Context: an optimization exercise on an open-source flow, tuned for small area and a short achievable clock period. The choices shown serve that exercise and are no tape-out recipe. At most, simulation tests tie the RTL to the original design; equivalence was not proved. No activity file was given, so power comes from the tool's default toggle rates.

## old
## bbox_top
module bbox_top (
    input  logic         clk,
    input  logic         reset,
    input  logic [143:0] triangle,
    input  logic         tri_valid,
    input  logic [47:0]  screen,
    input  logic [3:0]   msaa,
    input  logic         halt,
    output logic         out_valid,
    output logic [143:0] out_triangle,
    output logic [95:0]  out_box
);
==> module bbox_top, before the edit <==
module bbox_top (
    input  logic         clk,
    input  logic         reset,
    input  logic [143:0] triangle,
    input  logic         tri_valid,
    input  logic [47:0]  screen,
    input  logic [3:0]   msaa,
    input  logic         halt,
    output logic         out_valid,
    output logic [143:0] out_triangle,
    output logic [95:0]  out_box
);
    logic [143:0] tri_s0, tri_s1, tri_s2;
    logic         v0, v1, v2;
    logic [47:0]  scr;
    logic [2:0]   grid;
    logic [2:0]   grid_in;
    always_comb begin
        case (msaa)
            4'b0100: grid_in = 3'b100;
            4'b0010: grid_in = 3'b110;
            4'b0001: grid_in = 3'b111;
            default: grid_in = 3'b000;
        endcase
    end
    always_ff @(posedge clk) begin
        scr  <= screen;
        grid <= grid_in;
    end
    bbox_pipe #(.W(144)) u_pipe (
        .clk      (clk),
        .reset    (reset),
        .halt     (halt),
        .in_data  (triangle),
        .in_valid (tri_valid),
        .d0       (tri_s0),
        .d1       (tri_s1),
        .d2       (tri_s2),
        .v0       (v0)
    );
    logic [3:0] ord_x_c, ord_y_c;
    logic       uclip_x_c, uclip_y_c, on_screen_c;
    bbox_extent u_extent (
        .triangle  (tri_s0),
        .screen    (scr),
        .grid      (grid),
        .ord_x     (ord_x_c),
        .ord_y     (ord_y_c),
        .uclip_x   (uclip_x_c),
        .uclip_y   (uclip_y_c),
        .on_screen (on_screen_c)
    );
    logic [3:0] ord_x, ord_y;
    logic       uclip_x, uclip_y;
    always_ff @(posedge clk) begin
        if (!halt) begin
            ord_x   <= ord_x_c;
            ord_y   <= ord_y_c;
            uclip_x <= uclip_x_c;
            uclip_y <= uclip_y_c;
        end
    end
    logic [95:0] box_c;
    logic [95:0] box;
    bbox_snap_clip u_snap_clip (
        .triangle (tri_s1),
        .screen   (scr),
        .grid     (grid),
        .ord_x    (ord_x),
        .ord_y    (ord_y),
        .uclip_x  (uclip_x),
        .uclip_y  (uclip_y),
        .box      (box_c)
    );
    always_ff @(posedge clk) begin
        if (!halt) begin
            box <= box_c;
        end
    end
    always_ff @(posedge clk) begin
        if (reset) begin
            v1 <= 1'b0;
            v2 <= 1'b0;
        end else if (!halt) begin
            v1 <= v0 & on_screen_c;
            v2 <= v1;
        end
    end
    assign out_valid    = v2;
    assign out_triangle = tri_s2;
    assign out_box      = box;
endmodule
clock: 6.0 ns
lec_check: 0
abc_area: 1
cap_margin: 20
core_margin: 2
core_utilization: 40
cts_cluster_diameter: 100
cts_cluster_size: 24
setup_slack_margin: 3.7
slew_margin: 20
standard.sh (not shown) runs the stock make flow with config.mk's settings and CLKGATE_MAP_FILE= SYNTH_SCRIPT=/design/flow/synth_recipe.tcl, a recipe that flattens the netlist after the stock synthesis.
==> flow/flow/run.sh <==
#!/bin/bash
set -o pipefail
export BUFFER_PORTS_ARGS="-buffer_cell sky130_fd_sc_hd__buf_2"
bash standard.sh > standard.log 2>&1
old was carried through to the last stage, and its layout satisfied the timing, design-rule and antenna checks.
Input-level comparison between new and old:
diff --git a/flow/design.v b/flow/design.v
--- a/flow/design.v
+++ b/flow/design.v
@@ -143,20 +143,14 @@
 );
     logic [143:0] tri_s0, tri_s1, tri_s2;
     logic         v0, v1, v2;
-    logic [47:0]  scr;
     logic [2:0]   grid;
-    logic [2:0]   grid_in;
     always_comb begin
         case (msaa)
-            4'b0100: grid_in = 3'b100;
-            4'b0010: grid_in = 3'b110;
-            4'b0001: grid_in = 3'b111;
-            default: grid_in = 3'b000;
+            4'b0100: grid = 3'b100;
+            4'b0010: grid = 3'b110;
+            4'b0001: grid = 3'b111;
+            default: grid = 3'b000;
         endcase
-    end
-    always_ff @(posedge clk) begin
-        scr  <= screen;
-        grid <= grid_in;
     end
     bbox_pipe #(.W(144)) u_pipe (
         .clk      (clk),
@@ -173,7 +167,7 @@
     logic       uclip_x_c, uclip_y_c, on_screen_c;
     bbox_extent u_extent (
         .triangle  (tri_s0),
-        .screen    (scr),
+        .screen    (screen),
         .grid      (grid),
         .ord_x     (ord_x_c),
         .ord_y     (ord_y_c),
@@ -195,7 +189,7 @@
     logic [95:0] box;
     bbox_snap_clip u_snap_clip (
         .triangle (tri_s1),
-        .screen   (scr),
+        .screen   (screen),
         .grid     (grid),
         .ord_x    (ord_x),
         .ord_y    (ord_y),
### Flow results
old was carried through to the last stage, and its layout satisfied the timing, design-rule and antenna checks. new finished every stage and its layout cleared the timing, design-rule and antenna checks. Area share of fa/ha/maj cells after synthesis: new vs old — no meaningful difference. old → new: number of distinct standard cells referenced by the synthesized netlist moved down; count of inverters other than clock inverters in the layout moved up; arrival time reported for the critical path endpoint moved down; clock network fraction of total power moved down; cell area moved down. Utilization after layout (higher): new. new: fraction of met3 tracks used by global routing higher than old. Note that the number of synthesized register bits recorded for new amounts to 0.911 times the value seen in old.
No functional check of the RTL was part of new.

---

The RTL this note starts from:
==> flow/design.v <==
module bbox_extent (
    input  logic [143:0] triangle,
    input  logic [47:0]  screen,
    input  logic [2:0]   grid,
    output logic [3:0]   ord_x,
    output logic [3:0]   ord_y,
    output logic         uclip_x,
    output logic         uclip_y,
    output logic         on_screen
);
    localparam integer SIGFIG = 24;
    localparam integer RADIX  = 10;
    function automatic logic gt_u(input logic [SIGFIG-1:0] a,
                                  input logic [SIGFIG-1:0] b);
        logic [31:0] g, l;
        g = {8'b0, a & ~b};
        l = {8'b0, ~a & b};
        for (int s = 1; s < 32; s = s * 2) begin
            for (int i = 0; i < 32; i = i + 2 * s) begin
                g[i] = g[i+s] | (~l[i+s] & g[i]);
                l[i] = l[i+s] | (~g[i+s] & l[i]);
            end
        end
        gt_u = g[0];
    endfunction
    function automatic logic gt_s(input logic [SIGFIG-1:0] a,
                                  input logic [SIGFIG-1:0] b);
        gt_s = gt_u({~a[SIGFIG-1], a[SIGFIG-2:0]}, {~b[SIGFIG-1], b[SIGFIG-2:0]});
    endfunction
    function automatic logic [SIGFIG-1:0] floor_g(input logic [SIGFIG-1:0] v,
                                                  input logic [2:0] g);
        floor_g = {v[SIGFIG-1:RADIX], v[RADIX-1:RADIX-3] & g, {(RADIX-3){1'b0}}};
    endfunction
    function automatic logic [6:0] axis(input logic [SIGFIG-1:0] a,
                                        input logic [SIGFIG-1:0] b,
                                        input logic [SIGFIG-1:0] c,
                                        input logic [SIGFIG-1:0] s,
                                        input logic [2:0] g);
        logic [SIGFIG-1:0] fa, fb, fc;
        logic gt_a, gt_b, gt_c;
        fa = floor_g(a, g);
        fb = floor_g(b, g);
        fc = floor_g(c, g);
        axis[0] = !gt_s(fa, fb);
        axis[1] = !gt_s(fa, fc);
        axis[2] = !gt_s(fb, fc);
        axis[3] = a[SIGFIG-1] | b[SIGFIG-1] | c[SIGFIG-1];
        gt_a = gt_s(fa, s);
        gt_b = gt_s(fb, s);
        gt_c = gt_s(fc, s);
        axis[4] = gt_a | gt_b | gt_c;
        axis[5] = !(a[SIGFIG-1] & b[SIGFIG-1] & c[SIGFIG-1]);
        axis[6] = !(gt_a & gt_b & gt_c);
    endfunction
    logic [6:0] ax, ay;
    assign ax = axis(triangle[143:120], triangle[95:72], triangle[47:24], screen[47:24], grid);
    assign ay = axis(triangle[119:96],  triangle[71:48], triangle[23:0],  screen[23:0],  grid);
    assign ord_x     = ax[3:0];
    assign uclip_x   = ax[4];
    assign ord_y     = ay[3:0];
    assign uclip_y   = ay[4];
    assign on_screen = ax[5] & ax[6] & ay[5] & ay[6];
endmodule
module bbox_snap_clip (
    input  logic [143:0] triangle,
    input  logic [47:0]  screen,
    input  logic [2:0]   grid,
    input  logic [3:0]   ord_x,
    input  logic [3:0]   ord_y,
    input  logic         uclip_x,
    input  logic         uclip_y,
    output logic [95:0]  box
);
    localparam integer SIGFIG = 24;
    localparam integer RADIX  = 10;
    function automatic logic [SIGFIG-1:0] pick(input logic [2:0] sel,
                                               input logic [SIGFIG-1:0] a,
                                               input logic [SIGFIG-1:0] b,
                                               input logic [SIGFIG-1:0] c);
        pick = ({SIGFIG{sel[0]}} & a)
             | ({SIGFIG{sel[1]}} & b)
             | ({SIGFIG{sel[2]}} & c);
    endfunction
    function automatic logic [SIGFIG-1:0] floor_g(input logic [SIGFIG-1:0] v,
                                                  input logic [2:0] g);
        floor_g = {v[SIGFIG-1:RADIX], v[RADIX-1:RADIX-3] & g, {(RADIX-3){1'b0}}};
    endfunction
    function automatic logic [2:0] min_sel(input logic [3:0] o);
        min_sel[0] = !o[3] &  o[0] &  o[1];
        min_sel[1] = !o[3] & !o[0] &  o[2];
        min_sel[2] = !o[3] & !o[1] & !o[2];
    endfunction
    function automatic logic [2:0] max_sel(input logic [3:0] o);
        max_sel[0] = !o[0] & !o[1];
        max_sel[1] =  o[0] & !o[2];
        max_sel[2] =  o[1] &  o[2];
    endfunction
    logic [SIGFIG-1:0] lx, ly, ux, uy;
    assign lx = floor_g(pick(min_sel(ord_x), triangle[143:120], triangle[95:72], triangle[47:24]), grid);
    assign ly = floor_g(pick(min_sel(ord_y), triangle[119:96],  triangle[71:48], triangle[23:0]),  grid);
    assign ux = floor_g(pick(max_sel(ord_x), triangle[143:120], triangle[95:72], triangle[47:24]), grid);
    assign uy = floor_g(pick(max_sel(ord_y), triangle[119:96],  triangle[71:48], triangle[23:0]),  grid);
    assign box[95:72] = {1'b0, lx[SIGFIG-2:0]};
    assign box[71:48] = {1'b0, ly[SIGFIG-2:0]};
    assign box[47:24] = uclip_x ? screen[47:24] : ux;
    assign box[23:0]  = uclip_y ? screen[23:0]  : uy;
endmodule
module bbox_pipe #(
    parameter integer W = 144
) (
    input  logic         clk,
    input  logic         reset,
    input  logic         halt,
    input  logic [W-1:0] in_data,
    input  logic         in_valid,
    output logic [W-1:0] d0,
    output logic [W-1:0] d1,
    output logic [W-1:0] d2,
    output logic         v0
);
    always_ff @(posedge clk) begin
        if (!halt) begin
            d0 <= in_data;
            d1 <= d0;
            d2 <= d1;
        end
    end
    always_ff @(posedge clk) begin
        if (reset) begin
            v0 <= 1'b0;
        end else if (!halt) begin
            v0 <= in_valid;
        end
    end
endmodule
module bbox_top (
    input  logic         clk,
    input  logic         reset,
    input  logic [143:0] triangle,
    input  logic         tri_valid,
    input  logic [47:0]  screen,
    input  logic [3:0]   msaa,
    input  logic         halt,
    output logic         out_valid,
    output logic [143:0] out_triangle,
    output logic [95:0]  out_box
);
    logic [143:0] tri_s0, tri_s1, tri_s2;
    logic         v0, v1, v2;
    logic [2:0]   grid;
    always_comb begin
        case (msaa)
            4'b0100: grid = 3'b100;
            4'b0010: grid = 3'b110;
            4'b0001: grid = 3'b111;
            default: grid = 3'b000;
        endcase
    end
    bbox_pipe #(.W(144)) u_pipe (
        .clk      (clk),
        .reset    (reset),
        .halt     (halt),
        .in_data  (triangle),
        .in_valid (tri_valid),
        .d0       (tri_s0),
        .d1       (tri_s1),
        .d2       (tri_s2),
        .v0       (v0)
    );
    logic [3:0] ord_x_c, ord_y_c;
    logic       uclip_x_c, uclip_y_c, on_screen_c;
    bbox_extent u_extent (
        .triangle  (tri_s0),
        .screen    (screen),
        .grid      (grid),
        .ord_x     (ord_x_c),
        .ord_y     (ord_y_c),
        .uclip_x   (uclip_x_c),
        .uclip_y   (uclip_y_c),
        .on_screen (on_screen_c)
    );
    logic [3:0] ord_x, ord_y;
    logic       uclip_x, uclip_y;
    always_ff @(posedge clk) begin
        if (!halt) begin
            ord_x   <= ord_x_c;
            ord_y   <= ord_y_c;
            uclip_x <= uclip_x_c;
            uclip_y <= uclip_y_c;
        end
    end
    logic [95:0] box_c;
    logic [95:0] box;
    bbox_snap_clip u_snap_clip (
        .triangle (tri_s1),
        .screen   (screen),
        .grid     (grid),
        .ord_x    (ord_x),
        .ord_y    (ord_y),
        .uclip_x  (uclip_x),
        .uclip_y  (uclip_y),
        .box      (box_c)
    );
    always_ff @(posedge clk) begin
        if (!halt) begin
            box <= box_c;
        end
    end
    always_ff @(posedge clk) begin
        if (reset) begin
            v1 <= 1'b0;
            v2 <= 1'b0;
        end else if (!halt) begin
            v1 <= v0 & on_screen_c;
            v2 <= v1;
        end
    end
    assign out_valid    = v2;
    assign out_triangle = tri_s2;
    assign out_box      = box;
endmodule
clock: 6.0 ns
lec_check: 0
abc_area: 1
cap_margin: 20
core_margin: 2
core_utilization: 60
cts_cluster_diameter: 100
cts_cluster_size: 24
setup_slack_margin: 3.7
slew_margin: 20
==> flow/flow/run.sh <==
#!/bin/bash
set -o pipefail
HERE=$(pwd)
bash standard.sh "BUFFER_PORTS_ARGS=-buffer_cell sky130_fd_sc_hd__buf_1" \
    POST_GLOBAL_PLACE_TCL=$HERE/flow/outbuf.tcl finish > standard.log 2>&1
==> flow/flow/outbuf.tcl <==
# Output port buffers: buf_1 -> buf_2
set block [ord::get_db_block]
set buf2 [[ord::get_db] findMaster sky130_fd_sc_hd__buf_2]
set n 0
foreach bt [$block getBTerms] {
  if { [$bt getIoType] != "OUTPUT" } { continue }
  set net [$bt getNet]
  if { $net == "NULL" } { continue }
  foreach it [$net getITerms] {
    set inst [$it getInst]
    if { [$it isOutputSignal] && [[$inst getMaster] getName] == "sky130_fd_sc_hd__buf_1" } {
      $inst swapMaster $buf2
      incr n
    }
  }
}
puts "outbuf.tcl: $n output port buffers made buf_2"
estimate_parasitics -placement
Next try:
--- a/flow/design.v
+++ b/flow/design.v
@@ -146,16 +146,20 @@
     output logic [95:0]  out_box
 );
     logic [143:0] tri_s0, tri_s1, tri_s2;
     logic         v0, v1, v2;
+    logic [2:0]   grid_in;
     logic [2:0]   grid;
     always_comb begin
         case (msaa)
-            4'b0100: grid = 3'b100;
-            4'b0010: grid = 3'b110;
-            4'b0001: grid = 3'b111;
-            default: grid = 3'b000;
+            4'b0100: grid_in = 3'b100;
+            4'b0010: grid_in = 3'b110;
+            4'b0001: grid_in = 3'b111;
+            default: grid_in = 3'b000;
         endcase
+    end
+    always_ff @(posedge clk) begin
+        grid <= grid_in;
     end
     bbox_pipe #(.W(144)) u_pipe (
         .clk      (clk),
         .reset    (reset),
Outcome: The new run passed the timing, design-rule and antenna checks. Synthesized area rises by 1.1%. Hold slack improves by 0.0084 ns. Worst setup slack degrades by 0.019 ns. Clock power climbs by about 2%. Power hardly moves.

---

RTL: one of the versions met above, not the one the previous note started from.
For scale: ~1500 cells after synthesis, ~530 flip-flops, about 440 I/O pins, roughly 22000 um^2 of cells after synthesis.
==> module bbox_top, before the edit <==
module bbox_top (
    input  logic         clk,
    input  logic         reset,
    input  logic [143:0] triangle,
    input  logic         tri_valid,
    input  logic [47:0]  screen,
    input  logic [3:0]   msaa,
    input  logic         halt,
    output logic         out_valid,
    output logic [143:0] out_triangle,
    output logic [95:0]  out_box
);
    logic [143:0] tri_s0, tri_s1, tri_s2;
    logic         v0, v1, v2;
    logic [2:0]   grid;
    always_comb begin
        case (msaa)
            4'b0100: grid = 3'b100;
            4'b0010: grid = 3'b110;
            4'b0001: grid = 3'b111;
            default: grid = 3'b000;
        endcase
    end
    bbox_pipe #(.W(144)) u_pipe (
        .clk      (clk),
        .reset    (reset),
        .halt     (halt),
        .in_data  (triangle),
        .in_valid (tri_valid),
        .d0       (tri_s0),
        .d1       (tri_s1),
        .d2       (tri_s2),
        .v0       (v0)
    );
    logic [3:0] ord_x_c, ord_y_c;
    logic       uclip_x_c, uclip_y_c, on_screen_c;
    bbox_extent u_extent (
        .triangle  (tri_s0),
        .screen    (screen),
        .grid      (grid),
        .ord_x     (ord_x_c),
        .ord_y     (ord_y_c),
        .uclip_x   (uclip_x_c),
        .uclip_y   (uclip_y_c),
        .on_screen (on_screen_c)
    );
    logic [3:0] ord_x, ord_y;
    logic       uclip_x, uclip_y;
    always_ff @(posedge clk) begin
        if (!halt) begin
            ord_x   <= ord_x_c;
            ord_y   <= ord_y_c;
            uclip_x <= uclip_x_c;
            uclip_y <= uclip_y_c;
        end
    end
    logic [95:0] box_c;
    logic [95:0] box;
    bbox_snap_clip u_snap_clip (
        .triangle (tri_s1),
        .screen   (screen),
        .grid     (grid),
        .ord_x    (ord_x),
        .ord_y    (ord_y),
        .uclip_x  (uclip_x),
        .uclip_y  (uclip_y),
        .box      (box_c)
    );
    always_ff @(posedge clk) begin
        if (!halt) begin
            box <= box_c;
        end
    end
    always_ff @(posedge clk) begin
        if (reset) begin
            v1 <= 1'b0;
            v2 <= 1'b0;
        end else if (!halt) begin
            v1 <= v0 & on_screen_c;
            v2 <= v1;
        end
    end
    assign out_valid    = v2;
    assign out_triangle = tri_s2;
    assign out_box      = box;
endmodule
clock: 6.0 ns
lec_check: 0
cap_margin: 20
core_margin: 2
core_utilization: 40
setup_slack_margin: 3.7
slew_margin: 20
==> flow/flow/run.sh <==
#!/bin/bash
set -o pipefail
export BUFFER_PORTS_ARGS="-buffer_cell sky130_fd_sc_hd__buf_2"
bash standard.sh > standard.log 2>&1
==> next run, changes <==
--- a/flow/design.v
+++ b/flow/design.v
@@ -143,14 +143,20 @@
 );
     logic [143:0] tri_s0, tri_s1, tri_s2;
     logic         v0, v1, v2;
+    logic [47:0]  scr;
     logic [2:0]   grid;
+    logic [2:0]   grid_in;
     always_comb begin
         case (msaa)
-            4'b0100: grid = 3'b100;
-            4'b0010: grid = 3'b110;
-            4'b0001: grid = 3'b111;
-            default: grid = 3'b000;
+            4'b0100: grid_in = 3'b100;
+            4'b0010: grid_in = 3'b110;
+            4'b0001: grid_in = 3'b111;
+            default: grid_in = 3'b000;
         endcase
+    end
+    always_ff @(posedge clk) begin
+        scr  <= screen;
+        grid <= grid_in;
     end
     bbox_pipe #(.W(144)) u_pipe (
         .clk      (clk),
@@ -167,7 +173,7 @@
     logic       uclip_x_c, uclip_y_c, on_screen_c;
     bbox_extent u_extent (
         .triangle  (tri_s0),
-        .screen    (screen),
+        .screen    (scr),
         .grid      (grid),
         .ord_x     (ord_x_c),
         .ord_y     (ord_y_c),
@@ -189,7 +195,7 @@
     logic [95:0] box;
     bbox_snap_clip u_snap_clip (
         .triangle (tri_s1),
-        .screen   (screen),
+        .screen   (scr),
         .grid     (grid),
         .ord_x    (ord_x),
         .ord_y    (ord_y),
Effect: The new run passed the timing, design-rule and antenna checks. Sequential power increases by 8.1%. Non-clock buffer count went up by 7. Final area increases by about 5%. Maximum frequency grows by 23%. Worst setup slack gets better by 620 ps. Die area rises by about 5.3%. Global-route usage went down by 0.71 points. Via count went up by about 3%.
For the first run of this note, only the layout was checked, not whether the RTL still works.

static timing again, ports no longer ideal:
The results above use ideal ports. As a check the final layouts listed here were re-extracted and re-timed, cells and wires unchanged. Step 1 assumes that a clkbuf_16 drives the clock port and a buf_2 every other input. Step 2, shift: input delay + t, output delay - t, t = (earliest + latest rising clock arrival at the registers) / 2. This alone moves slack from input paths to output paths. a / b / c = ideal ports / drivers / drivers and shift; a / b = the first two.
run	t (ns)	setup WS [ns]	worst setup path at the end	latest minus earliest clock arrival (ns)
old	0.669	3.467 / 3.408 / 3.206	input to register	0.051 / 0.050
new	0.651	3.525 / 3.467 / 2.962	input to register	0.040 / 0.041
the first run of note 2	0.623	3.575 / 3.530 / 2.947	input to register	0.021 / 0.021
the second run of note 2	0.635	3.556 / 3.500 / 3.112	input to register	0.025 / 0.025
the first run of note 3	0.663	2.712 / 2.685 / 2.022	input to register	0.031 / 0.031
the second run of note 3	0.665	3.333 / 3.333 / 3.260	input to register	0.023 / 0.023
After both steps every run listed still meets setup and hold. The setup slack of the first run of note 3, which loses most, moves by -0.027 ns with the drivers and by -0.690 ns with both steps.
